This design comes from an exercise in tuning for small area and a short achievable clock period on the open sky130 flow, not from production work.
In this exercise RTL edits were held to simulation tests only and were not proved equivalent to the original.
Power and IR drop assume default switching activity.

==> inputs of job 3358 <==
==> flow/design.v <==
`default_nettype none
package spi_burst_pkg;
    localparam logic [1:0] CMD_WR_ADDR = 2'b00;
    localparam logic [1:0] CMD_WR_DATA = 2'b01;
    localparam logic [1:0] CMD_RD_ADDR = 2'b10;
    localparam logic [1:0] CMD_RD_DATA = 2'b11;
    typedef enum logic [3:0] {
        IDLE    = 4'd0,
        CMD     = 4'd1,
        WR_ADDR = 4'd2,
        RD_ADDR = 4'd3,
        ADDR_OK = 4'd4,    
        WR_DATA = 4'd5,
        RD_WAIT = 4'd6,
        RD_FRST = 4'd7,    
        RD_DATA = 4'd8
    } state_t;
endpackage
`default_nettype wire
`default_nettype none
module spi_burst_ram (
    input  logic        clk,
    input  logic [15:0] wsel_lo,    
    input  logic [15:0] wsel_hi,    
    input  logic        inj,        
    input  logic [15:0] rsel_lo,    
    input  logic [15:0] rsel_hi,    
    output logic [7:0]  port0,
    output logic [7:0]  port4
);
    logic [7:0]  r_ring [1:255];
    logic [15:0] w_col0 [16];
    logic [15:0] w_col4 [16];
    logic [15:0] w_grp0;
    logic [15:0] w_grp4;
    for (genvar a = 1; a < 256; a++) begin : g_ring
        always_ff @(posedge clk) begin
            r_ring[a] <= {r_ring[a][6:0], (wsel_hi[a/16] && wsel_lo[a%16]) ? inj : r_ring[a][7]};
        end
        assign w_col0[a/16][a%16] = r_ring[a][0];
        assign w_col4[a/16][a%16] = r_ring[a][4];
    end
    assign w_col0[0][0] = 1'b0;
    assign w_col4[0][0] = 1'b0;
    for (genvar g = 0; g < 16; g++) begin : g_grp
        assign w_grp0[g] = |(rsel_lo & w_col0[g]);
        assign w_grp4[g] = |(rsel_lo & w_col4[g]);
    end
    for (genvar q = 0; q < 8; q++) begin : g_eighth
        assign port0[q] = |(rsel_hi[2*q +: 2] & w_grp0[2*q +: 2]);
        assign port4[q] = |(rsel_hi[2*q +: 2] & w_grp4[2*q +: 2]);
    end
endmodule
`default_nettype wire
`default_nettype none
module spi_burst_ram_slave #(
    parameter int DATA_W   = 8,
    parameter int ADDR_W   = 8,
    parameter bit AUTO_INC = 1'b1
) (
    input  logic clk,
    input  logic rst,
    input  logic MOSI,
    input  logic SS_n,
    output logic MISO,
    output logic frame_err
);
    spi_burst_pkg::state_t r_state;
    spi_burst_pkg::state_t w_next_state;
    logic [2:0]  r_ph;           
    logic [2:0]  r_cnt;
    logic [6:0]  r_shift;
    logic [7:0]  r_wr_ptr;
    logic [7:0]  r_rd_ptr;
    logic [7:0]  r_waddr;        
    logic [7:0]  r_wdata;
    logic [7:0]  r_byte0;        
    logic [15:0] r_na_lo;        
    logic [15:0] r_na_hi;
    logic [7:0]  r_nb;           
    logic [7:0]  r_pq0;          
    logic [7:0]  r_pq4;
    logic        r_na0;          
    logic        r_byp_lo;       
    logic        r_byp_hi;
    logic [7:0]  w_nb;           
    logic [7:0]  r_cur;          
    logic        r_cur_ok;       
    logic        r_miso;
    logic        r_ferr;
    logic        w_run;
    logic [7:0]  w_rx;
    logic        w_wr_addr_ld;
    logic        w_rd_addr_ld;
    logic        w_wr_done;
    logic        w_first_ld;
    logic        w_inc_ld;
    logic        w_load;
    logic        w_abort;
    logic        w_byp;
    logic        w_na0;
    logic [7:0]  w_byte;
    logic [15:0] w_wsel_lo;
    logic [15:0] w_wsel_hi;
    logic [15:0] w_rp_lo;
    logic [15:0] w_rp_hi;
    logic [15:0] w_rx_lo;
    logic [15:0] w_rx_hi;
    logic        w_inj;
    logic [7:0]  w_port0;
    logic [7:0]  w_port4;
    logic [15:0] w_na_lo_n;      
    logic [15:0] w_na_hi_n;
    logic        w_miso_d;
    function automatic logic [15:0] dec4(input logic [3:0] v);
        dec4 = 16'd1 << v;
    endfunction
    assign w_run = !rst && !SS_n;
    assign w_rx  = {r_shift, MOSI};
    assign w_wr_addr_ld = w_run && (r_state == spi_burst_pkg::WR_ADDR) && (r_cnt == 3'd7);
    assign w_rd_addr_ld = w_run && (r_state == spi_burst_pkg::RD_ADDR) && (r_cnt == 3'd7);
    assign w_wr_done    = w_run && (r_state == spi_burst_pkg::WR_DATA) && (r_cnt == 3'd7);
    assign w_first_ld   = w_run && (r_state == spi_burst_pkg::RD_FRST);
    assign w_inc_ld     = w_run && (r_state == spi_burst_pkg::RD_DATA) && (r_cnt == 3'd7);
    assign w_load       = w_first_ld || w_inc_ld;
    assign w_abort = (r_state == spi_burst_pkg::CMD) ||
                     (((r_state == spi_burst_pkg::WR_ADDR) || (r_state == spi_burst_pkg::RD_ADDR) ||
                       (r_state == spi_burst_pkg::WR_DATA)) && (r_cnt != 3'd0));
    assign w_wsel_lo = dec4(r_waddr[3:0]);
    assign w_wsel_hi = dec4(r_waddr[7:4]);
    assign w_inj     = r_wdata[~r_ph];
    spi_burst_ram u_ram (
        .clk     (clk),
        .wsel_lo (w_wsel_lo),
        .wsel_hi (w_wsel_hi),
        .inj     (w_inj),
        .rsel_lo (r_na_lo),
        .rsel_hi (r_na_hi),
        .port0   (w_port0),
        .port4   (w_port4)
    );
    assign w_byp = r_byp_lo && r_byp_hi;
    assign w_na0 = r_na_lo[0] && r_na_hi[0];
    always_comb begin
        if ((r_state == spi_burst_pkg::RD_FRST) && r_cur_ok) w_byte = r_cur;
        else if (w_byp)                                   w_byte = r_wdata;
        else if (r_na0)                                   w_byte = r_byte0;
        else                                              w_byte = w_nb;
    end
    always_comb begin
        for (int b = 0; b < 8; b++) begin
            if (3'(b + r_ph) == 3'd1)      w_nb[b] = |r_pq0;
            else if (3'(b + r_ph) == 3'd5) w_nb[b] = |r_pq4;
            else                           w_nb[b] = r_nb[b];
        end
    end
    always_comb begin
        w_na_lo_n = r_na_lo;
        w_na_hi_n = r_na_hi;
        if ((r_state == spi_burst_pkg::RD_ADDR) && (r_cnt == 3'd7)) begin
            w_na_lo_n = w_rx_lo;
            w_na_hi_n = w_rx_hi;
        end else if ((r_state == spi_burst_pkg::RD_FRST) ||
                     ((r_state == spi_burst_pkg::RD_DATA) && (r_cnt == 3'd7))) begin
            w_na_lo_n = {r_na_lo[14:0], r_na_lo[15]};
            if (r_na_lo[15]) w_na_hi_n = {r_na_hi[14:0], r_na_hi[15]};
        end
    end
    assign w_rp_lo = dec4(r_rd_ptr[3:0]);
    assign w_rp_hi = dec4(r_rd_ptr[7:4]);
    assign w_rx_lo = dec4(w_rx[3:0]);
    assign w_rx_hi = dec4(w_rx[7:4]);
    always_comb begin
        w_miso_d = 1'b0;
        if (r_state == spi_burst_pkg::RD_FRST) w_miso_d = w_byte[7];
        else if (r_state == spi_burst_pkg::RD_DATA) begin
            w_miso_d = (r_cnt == 3'd7) ? w_byte[7] : r_cur[3'd6 - r_cnt];
        end
    end
    always_comb begin
        w_next_state = r_state;
        if (rst || SS_n) begin
            w_next_state = spi_burst_pkg::IDLE;
        end else begin
            case (r_state)
                spi_burst_pkg::IDLE: w_next_state = spi_burst_pkg::CMD;
                spi_burst_pkg::CMD: begin
                    case ({r_shift[0], MOSI})
                        spi_burst_pkg::CMD_WR_ADDR: w_next_state = spi_burst_pkg::WR_ADDR;
                        spi_burst_pkg::CMD_WR_DATA: w_next_state = spi_burst_pkg::WR_DATA;
                        spi_burst_pkg::CMD_RD_ADDR: w_next_state = spi_burst_pkg::RD_ADDR;
                        default:                    w_next_state = spi_burst_pkg::RD_WAIT;
                    endcase
                end
                spi_burst_pkg::WR_ADDR, spi_burst_pkg::RD_ADDR:
                    if (r_cnt == 3'd7) w_next_state = spi_burst_pkg::ADDR_OK;
                spi_burst_pkg::RD_WAIT: w_next_state = spi_burst_pkg::RD_FRST;
                spi_burst_pkg::RD_FRST: w_next_state = spi_burst_pkg::RD_DATA;
                default: w_next_state = r_state;
            endcase
        end
    end
    always_ff @(posedge clk) begin
        r_ph    <= r_ph + 3'd1;
        r_shift <= w_rx[6:0];
        r_state <= w_next_state;
        r_miso  <= w_run && w_miso_d;
        r_ferr  <= !rst && SS_n && w_abort;
        if (!w_run) begin
            r_cnt <= 3'd0;
        end else begin
            case (r_state)
                spi_burst_pkg::WR_ADDR, spi_burst_pkg::RD_ADDR,
                spi_burst_pkg::WR_DATA, spi_burst_pkg::RD_DATA: r_cnt <= r_cnt + 3'd1;
                default: r_cnt <= 3'd0;
            endcase
        end
        if (rst)               r_wr_ptr <= '0;
        else if (w_wr_addr_ld) r_wr_ptr <= w_rx;
        else if (w_wr_done)    r_wr_ptr <= r_wr_ptr + 8'd1;
        if (rst)               r_rd_ptr <= '0;
        else if (w_rd_addr_ld) r_rd_ptr <= w_rx;
        else if (w_inc_ld)     r_rd_ptr <= r_rd_ptr + 8'd1;
        if (w_wr_done) begin
            r_waddr <= r_wr_ptr;
            r_wdata <= w_rx;
            if (r_wr_ptr == 8'd0) r_byte0 <= w_rx;
        end
        if (rst) begin
            r_na_lo <= 16'd1;
            r_na_hi <= 16'd1;
        end else if (SS_n) begin
            r_na_lo <= w_rp_lo;
            r_na_hi <= w_rp_hi;
        end else begin
            r_na_lo <= w_na_lo_n;
            r_na_hi <= w_na_hi_n;
        end
        r_na0    <= w_na0;
        r_byp_lo <= |(r_na_lo & w_wsel_lo);
        r_byp_hi <= |(r_na_hi & w_wsel_hi);
        r_pq0 <= w_port0;
        r_pq4 <= w_port4;
        r_nb  <= w_nb;
        if (w_load) r_cur <= w_byte;
        if (rst || w_rd_addr_ld || w_wr_done) r_cur_ok <= 1'b0;
        else if (w_load)                      r_cur_ok <= 1'b1;
    end
    assign MISO      = r_miso;
    assign frame_err = r_ferr;
endmodule
`default_nettype wire
==> flow/run.sh <==
#!/bin/bash
# synth_recipe.tcl (not shown) runs the flow's synth.tcl, then flattens the netlist and writes it again
# the make line also repeats each setting of config.mk as NAME=value (left out here)
make -C /OpenROAD-flow-scripts/flow DESIGN_CONFIG=/design/flow/config.mk WORK_HOME=/design/flow/orfs CLKGATE_MAP_FILE= SYNTH_SCRIPT=/design/flow/synth_recipe.tcl finish
==> flow/config.mk <==
export PLATFORM = sky130hd
export DESIGN_NAME = spi_burst_ram_slave
export DESIGN_NICKNAME = spi_burst_ram_slave
export VERILOG_FILES = /design/flow/design.v
export SDC_FILE = /design/flow/constraint.sdc
export NUM_CORES = 4
export LEC_CHECK = 0
export CAP_MARGIN = 20
export CORE_MARGIN = 2
export CORE_UTILIZATION = 75
export CTS_CLUSTER_DIAMETER = 80
export CTS_CLUSTER_SIZE = 30
export SETUP_SLACK_MARGIN = 3.3
export SLEW_MARGIN = 20
==> flow/constraint.sdc <==
create_clock -name core_clock -period 5.5 [get_ports {clk}]
set_input_delay 1.1000 -clock core_clock [delete_from_list [all_inputs] [get_ports {clk}]]
set_output_delay 1.1000 -clock core_clock [all_outputs]
set_load 0.01 [all_outputs]
==> job 6236: changes against job 3358 <==
==> flow/design.v, changed modules only <==
module spi_burst_ram (
    input  logic        clk,
    input  logic [15:0] wsel_lo,    
    input  logic [15:0] wsel_hi,    
    input  logic        inj,        
    input  logic [15:0] rsel_lo,    
    input  logic [15:0] rsel_hi,    
    output logic [3:0]  port0,
    output logic [3:0]  port4
);
    logic [7:0]  r_ring [1:255];
    logic [15:0] w_row0 [16];    
    logic [15:0] w_col4 [16];    
    logic [15:0] w_grp0;
    logic [15:0] w_grp4;
    for (genvar a = 1; a < 256; a++) begin : g_ring
        always_ff @(posedge clk) begin
            r_ring[a] <= {r_ring[a][6:0], (wsel_hi[a/16] && wsel_lo[a%16]) ? inj : r_ring[a][7]};
        end
        assign w_row0[a/16][a%16] = r_ring[a][0];
        assign w_col4[a%16][a/16] = r_ring[a][4];
    end
    assign w_row0[0][0] = 1'b0;
    assign w_col4[0][0] = 1'b0;
    for (genvar g = 0; g < 16; g++) begin : g_grp
        assign w_grp0[g] = |(rsel_lo & w_row0[g]);
        assign w_grp4[g] = |(rsel_hi & w_col4[g]);
    end
    for (genvar q = 0; q < 4; q++) begin : g_quarter
        assign port0[q] = |(rsel_hi[4*q +: 4] & w_grp0[4*q +: 4]);
        assign port4[q] = |(rsel_lo[4*q +: 4] & w_grp4[4*q +: 4]);
    end
endmodule
module spi_burst_ram_slave #(
    parameter int DATA_W   = 8,
    parameter int ADDR_W   = 8,
    parameter bit AUTO_INC = 1'b1
) (
    input  logic clk,
    input  logic rst,
    input  logic MOSI,
    input  logic SS_n,
    output logic MISO,
    output logic frame_err
);
    spi_burst_pkg::state_t r_state;
    spi_burst_pkg::state_t w_next_state;
    logic [2:0]  r_ph;           
    logic [2:0]  r_cnt;
    logic [6:0]  r_shift;
    logic [7:0]  r_wr_ptr;
    logic [7:0]  r_rd_ptr;
    logic [7:0]  r_waddr;        
    logic [7:0]  r_wdata;
    logic [7:0]  r_byte0;        
    logic [15:0] r_wsel_lo;      
    logic [15:0] r_wsel_hi;
    logic        r_inj;          
    logic [15:0] r_na_lo;        
    logic [15:0] r_na_hi;
    logic [7:0]  r_nb;           
    logic [3:0]  r_pq0;          
    logic [3:0]  r_pq4;
    logic        r_na0;          
    logic        r_byp;
    logic [7:0]  w_nb;           
    logic [7:0]  r_cur;          
    logic        r_cur_ok;       
    logic        r_miso;
    logic        r_ferr;
    logic        w_run;
    logic [7:0]  w_rx;
    logic        w_rd_addr_ld;
    logic        w_wr_done;
    logic        w_first_ld;
    logic        w_inc_ld;
    logic        w_load;
    logic        w_abort;
    logic        w_byp;
    logic        w_na0;
    logic [7:0]  w_byte;
    logic [2:0]  w_ph_n;
    logic [7:0]  w_waddr_n;
    logic [7:0]  w_wdata_n;
    logic [15:0] w_rp_lo;
    logic [15:0] w_rp_hi;
    logic [15:0] w_rx_lo;
    logic [15:0] w_rx_hi;
    logic [3:0]  w_port0;
    logic [3:0]  w_port4;
    logic [7:0]  w_wr_ptr_n;     
    logic [7:0]  w_rd_ptr_n;
    logic [15:0] w_na_lo_n;
    logic [15:0] w_na_hi_n;
    logic        w_miso_d;
    function automatic logic [15:0] dec4(input logic [3:0] v);
        dec4 = 16'd1 << v;
    endfunction
    assign w_run = !rst && !SS_n;
    assign w_rx  = {r_shift, MOSI};
    assign w_rd_addr_ld = w_run && (r_state == spi_burst_pkg::RD_ADDR) && (r_cnt == 3'd7);
    assign w_wr_done    = w_run && (r_state == spi_burst_pkg::WR_DATA) && (r_cnt == 3'd7);
    assign w_first_ld   = w_run && (r_state == spi_burst_pkg::RD_FRST);
    assign w_inc_ld     = w_run && (r_state == spi_burst_pkg::RD_DATA) && (r_cnt == 3'd7);
    assign w_load       = w_first_ld || w_inc_ld;
    assign w_abort = (r_state == spi_burst_pkg::CMD) ||
                     (((r_state == spi_burst_pkg::WR_ADDR) || (r_state == spi_burst_pkg::RD_ADDR) ||
                       (r_state == spi_burst_pkg::WR_DATA)) && (r_cnt != 3'd0));
    assign w_ph_n    = r_ph + 3'd1;
    assign w_waddr_n = w_wr_done ? r_wr_ptr : r_waddr;
    assign w_wdata_n = w_wr_done ? w_rx : r_wdata;
    spi_burst_ram u_ram (
        .clk     (clk),
        .wsel_lo (r_wsel_lo),
        .wsel_hi (r_wsel_hi),
        .inj     (r_inj),
        .rsel_lo (r_na_lo),
        .rsel_hi (r_na_hi),
        .port0   (w_port0),
        .port4   (w_port4)
    );
    assign w_byp = |(r_na_lo & r_wsel_lo) && |(r_na_hi & r_wsel_hi);
    assign w_na0 = r_na_lo[0] && r_na_hi[0];
    always_comb begin
        if ((r_state == spi_burst_pkg::RD_FRST) && r_cur_ok) w_byte = r_cur;
        else if (r_byp)                                   w_byte = r_wdata;
        else if (r_na0)                                   w_byte = r_byte0;
        else                                              w_byte = w_nb;
    end
    always_comb begin
        for (int b = 0; b < 8; b++) begin
            if (3'(b + r_ph) == 3'd1)      w_nb[b] = |r_pq0;
            else if (3'(b + r_ph) == 3'd5) w_nb[b] = |r_pq4;
            else                           w_nb[b] = r_nb[b];
        end
    end
    always_comb begin
        w_wr_ptr_n = r_wr_ptr;
        if ((r_state == spi_burst_pkg::WR_ADDR) && (r_cnt == 3'd7))      w_wr_ptr_n = w_rx;
        else if ((r_state == spi_burst_pkg::WR_DATA) && (r_cnt == 3'd7)) w_wr_ptr_n = r_wr_ptr + 8'd1;
        w_rd_ptr_n = r_rd_ptr;
        if ((r_state == spi_burst_pkg::RD_ADDR) && (r_cnt == 3'd7))      w_rd_ptr_n = w_rx;
        else if ((r_state == spi_burst_pkg::RD_DATA) && (r_cnt == 3'd7)) w_rd_ptr_n = r_rd_ptr + 8'd1;
    end
    always_comb begin
        w_na_lo_n = r_na_lo;
        w_na_hi_n = r_na_hi;
        if ((r_state == spi_burst_pkg::RD_ADDR) && (r_cnt == 3'd7)) begin
            w_na_lo_n = w_rx_lo;
            w_na_hi_n = w_rx_hi;
        end else if ((r_state == spi_burst_pkg::RD_FRST) ||
                     ((r_state == spi_burst_pkg::RD_DATA) && (r_cnt == 3'd7))) begin
            w_na_lo_n = {r_na_lo[14:0], r_na_lo[15]};
            if (r_na_lo[15]) w_na_hi_n = {r_na_hi[14:0], r_na_hi[15]};
        end
    end
    assign w_rp_lo = dec4(r_rd_ptr[3:0]);
    assign w_rp_hi = dec4(r_rd_ptr[7:4]);
    assign w_rx_lo = dec4(w_rx[3:0]);
    assign w_rx_hi = dec4(w_rx[7:4]);
    always_comb begin
        w_miso_d = 1'b0;
        if (r_state == spi_burst_pkg::RD_FRST) w_miso_d = w_byte[7];
        else if (r_state == spi_burst_pkg::RD_DATA) begin
            w_miso_d = (r_cnt == 3'd7) ? w_byte[7] : r_cur[3'd6 - r_cnt];
        end
    end
    always_comb begin
        w_next_state = r_state;
        if (rst || SS_n) begin
            w_next_state = spi_burst_pkg::IDLE;
        end else begin
            case (r_state)
                spi_burst_pkg::IDLE: w_next_state = spi_burst_pkg::CMD;
                spi_burst_pkg::CMD: begin
                    case ({r_shift[0], MOSI})
                        spi_burst_pkg::CMD_WR_ADDR: w_next_state = spi_burst_pkg::WR_ADDR;
                        spi_burst_pkg::CMD_WR_DATA: w_next_state = spi_burst_pkg::WR_DATA;
                        spi_burst_pkg::CMD_RD_ADDR: w_next_state = spi_burst_pkg::RD_ADDR;
                        default:                    w_next_state = spi_burst_pkg::RD_WAIT;
                    endcase
                end
                spi_burst_pkg::WR_ADDR, spi_burst_pkg::RD_ADDR:
                    if (r_cnt == 3'd7) w_next_state = spi_burst_pkg::ADDR_OK;
                spi_burst_pkg::RD_WAIT: w_next_state = spi_burst_pkg::RD_FRST;
                spi_burst_pkg::RD_FRST: w_next_state = spi_burst_pkg::RD_DATA;
                default: w_next_state = r_state;
            endcase
        end
    end
    always_ff @(posedge clk) begin
        r_ph    <= w_ph_n;
        r_shift <= w_rx[6:0];
        r_state <= w_next_state;
        r_miso  <= w_run && w_miso_d;
        r_ferr  <= !rst && SS_n && w_abort;
        if (!w_run) begin
            r_cnt <= 3'd0;
        end else begin
            case (r_state)
                spi_burst_pkg::WR_ADDR, spi_burst_pkg::RD_ADDR,
                spi_burst_pkg::WR_DATA, spi_burst_pkg::RD_DATA: r_cnt <= r_cnt + 3'd1;
                default: r_cnt <= 3'd0;
            endcase
        end
        if (rst)       r_wr_ptr <= '0;
        else if (!SS_n) r_wr_ptr <= w_wr_ptr_n;
        if (rst)       r_rd_ptr <= '0;
        else if (!SS_n) r_rd_ptr <= w_rd_ptr_n;
        r_waddr   <= w_waddr_n;
        r_wdata   <= w_wdata_n;
        r_wsel_lo <= dec4(w_waddr_n[3:0]);
        r_wsel_hi <= dec4(w_waddr_n[7:4]);
        r_inj     <= w_wdata_n[~w_ph_n];
        if (w_wr_done && (r_wr_ptr == 8'd0)) r_byte0 <= w_rx;
        if (rst) begin
            r_na_lo <= 16'd1;
            r_na_hi <= 16'd1;
        end else if (SS_n) begin
            r_na_lo <= w_rp_lo;
            r_na_hi <= w_rp_hi;
        end else begin
            r_na_lo <= w_na_lo_n;
            r_na_hi <= w_na_hi_n;
        end
        r_na0 <= w_na0;
        r_byp <= w_byp;
        r_pq0 <= w_port0;
        r_pq4 <= w_port4;
        r_nb  <= w_nb;
        if (w_load) r_cur <= w_byte;
        if (rst || w_rd_addr_ld || w_wr_done) r_cur_ok <= 1'b0;
        else if (w_load)                      r_cur_ok <= 1'b1;
    end
    assign MISO      = r_miso;
    assign frame_err = r_ferr;
endmodule
--- a/flow/config.mk
+++ b/flow/config.mk
@@ -11,4 +11,4 @@
 export CTS_CLUSTER_DIAMETER = 80
 export CTS_CLUSTER_SIZE = 30
-export SETUP_SLACK_MARGIN = 3.3
+export SETUP_SLACK_MARGIN = 3.35
 export SLEW_MARGIN = 20
==> comparison table <==
                                                 job 3358    job 6236
PnR worst setup slack                             3.26 ns     3.25 ns
Area share of fa/ha/maj cells after synthesis      0.490%      0.478%
Die area                                        73700 µm²   75400 µm²
Outcome                  no timing/DRC/antenna violations  no timing/DRC/antenna violations
Cell count after synthesis                           3749        3805
Switching Share                                     20.3%       20.3%
Starting DRC count in detailed routing               3163        3147
Flip-flop and latch count after synthesis            2167        2191
WL final                                        124000 µm   141000 µm
Total core area                                 71100 µm²   72700 µm²
Placement Cell Area                             54700 µm²   55900 µm²
Initial antenna violation count                         1           3
Combinational Power Share                            0.9%        1.2%
M2 GR Usage                                         51.7%       57.4%
Terminus of the critical flop-to-flop path       r_pq4[1]    r_pq4[3]

[re-timing with driven ports]
The flow's constraints put no driver on any port. The routed layouts listed below were extracted and timed again, unchanged, in two steps. Step 1: set_driving_cell puts a clkbuf_16 on clk and a buf_2 on each other input, an assumption about the parent block. Step 2 also shifts input and output timing later by t, the mid clock arrival at the registers, as if the neighbouring blocks saw the same clock. Three values: ideal ports, drivers, drivers and shift; two values: the first two.
| run | t, ns | slack for setup (ns) | worst slew at a driven data input, ns |
|---|---|---|---|
| job 3358 | 0.736 | 3.265 / 3.196 / 2.663 | 0.04 |
| job 6236 | 0.736 | 3.254 / 3.185 / 2.693 | 0.03 |
After both steps setup and hold are still met in every run listed. The setup slack of job 3358, which loses most, moves by -0.069 ns with the drivers and by -0.602 ns with both steps.
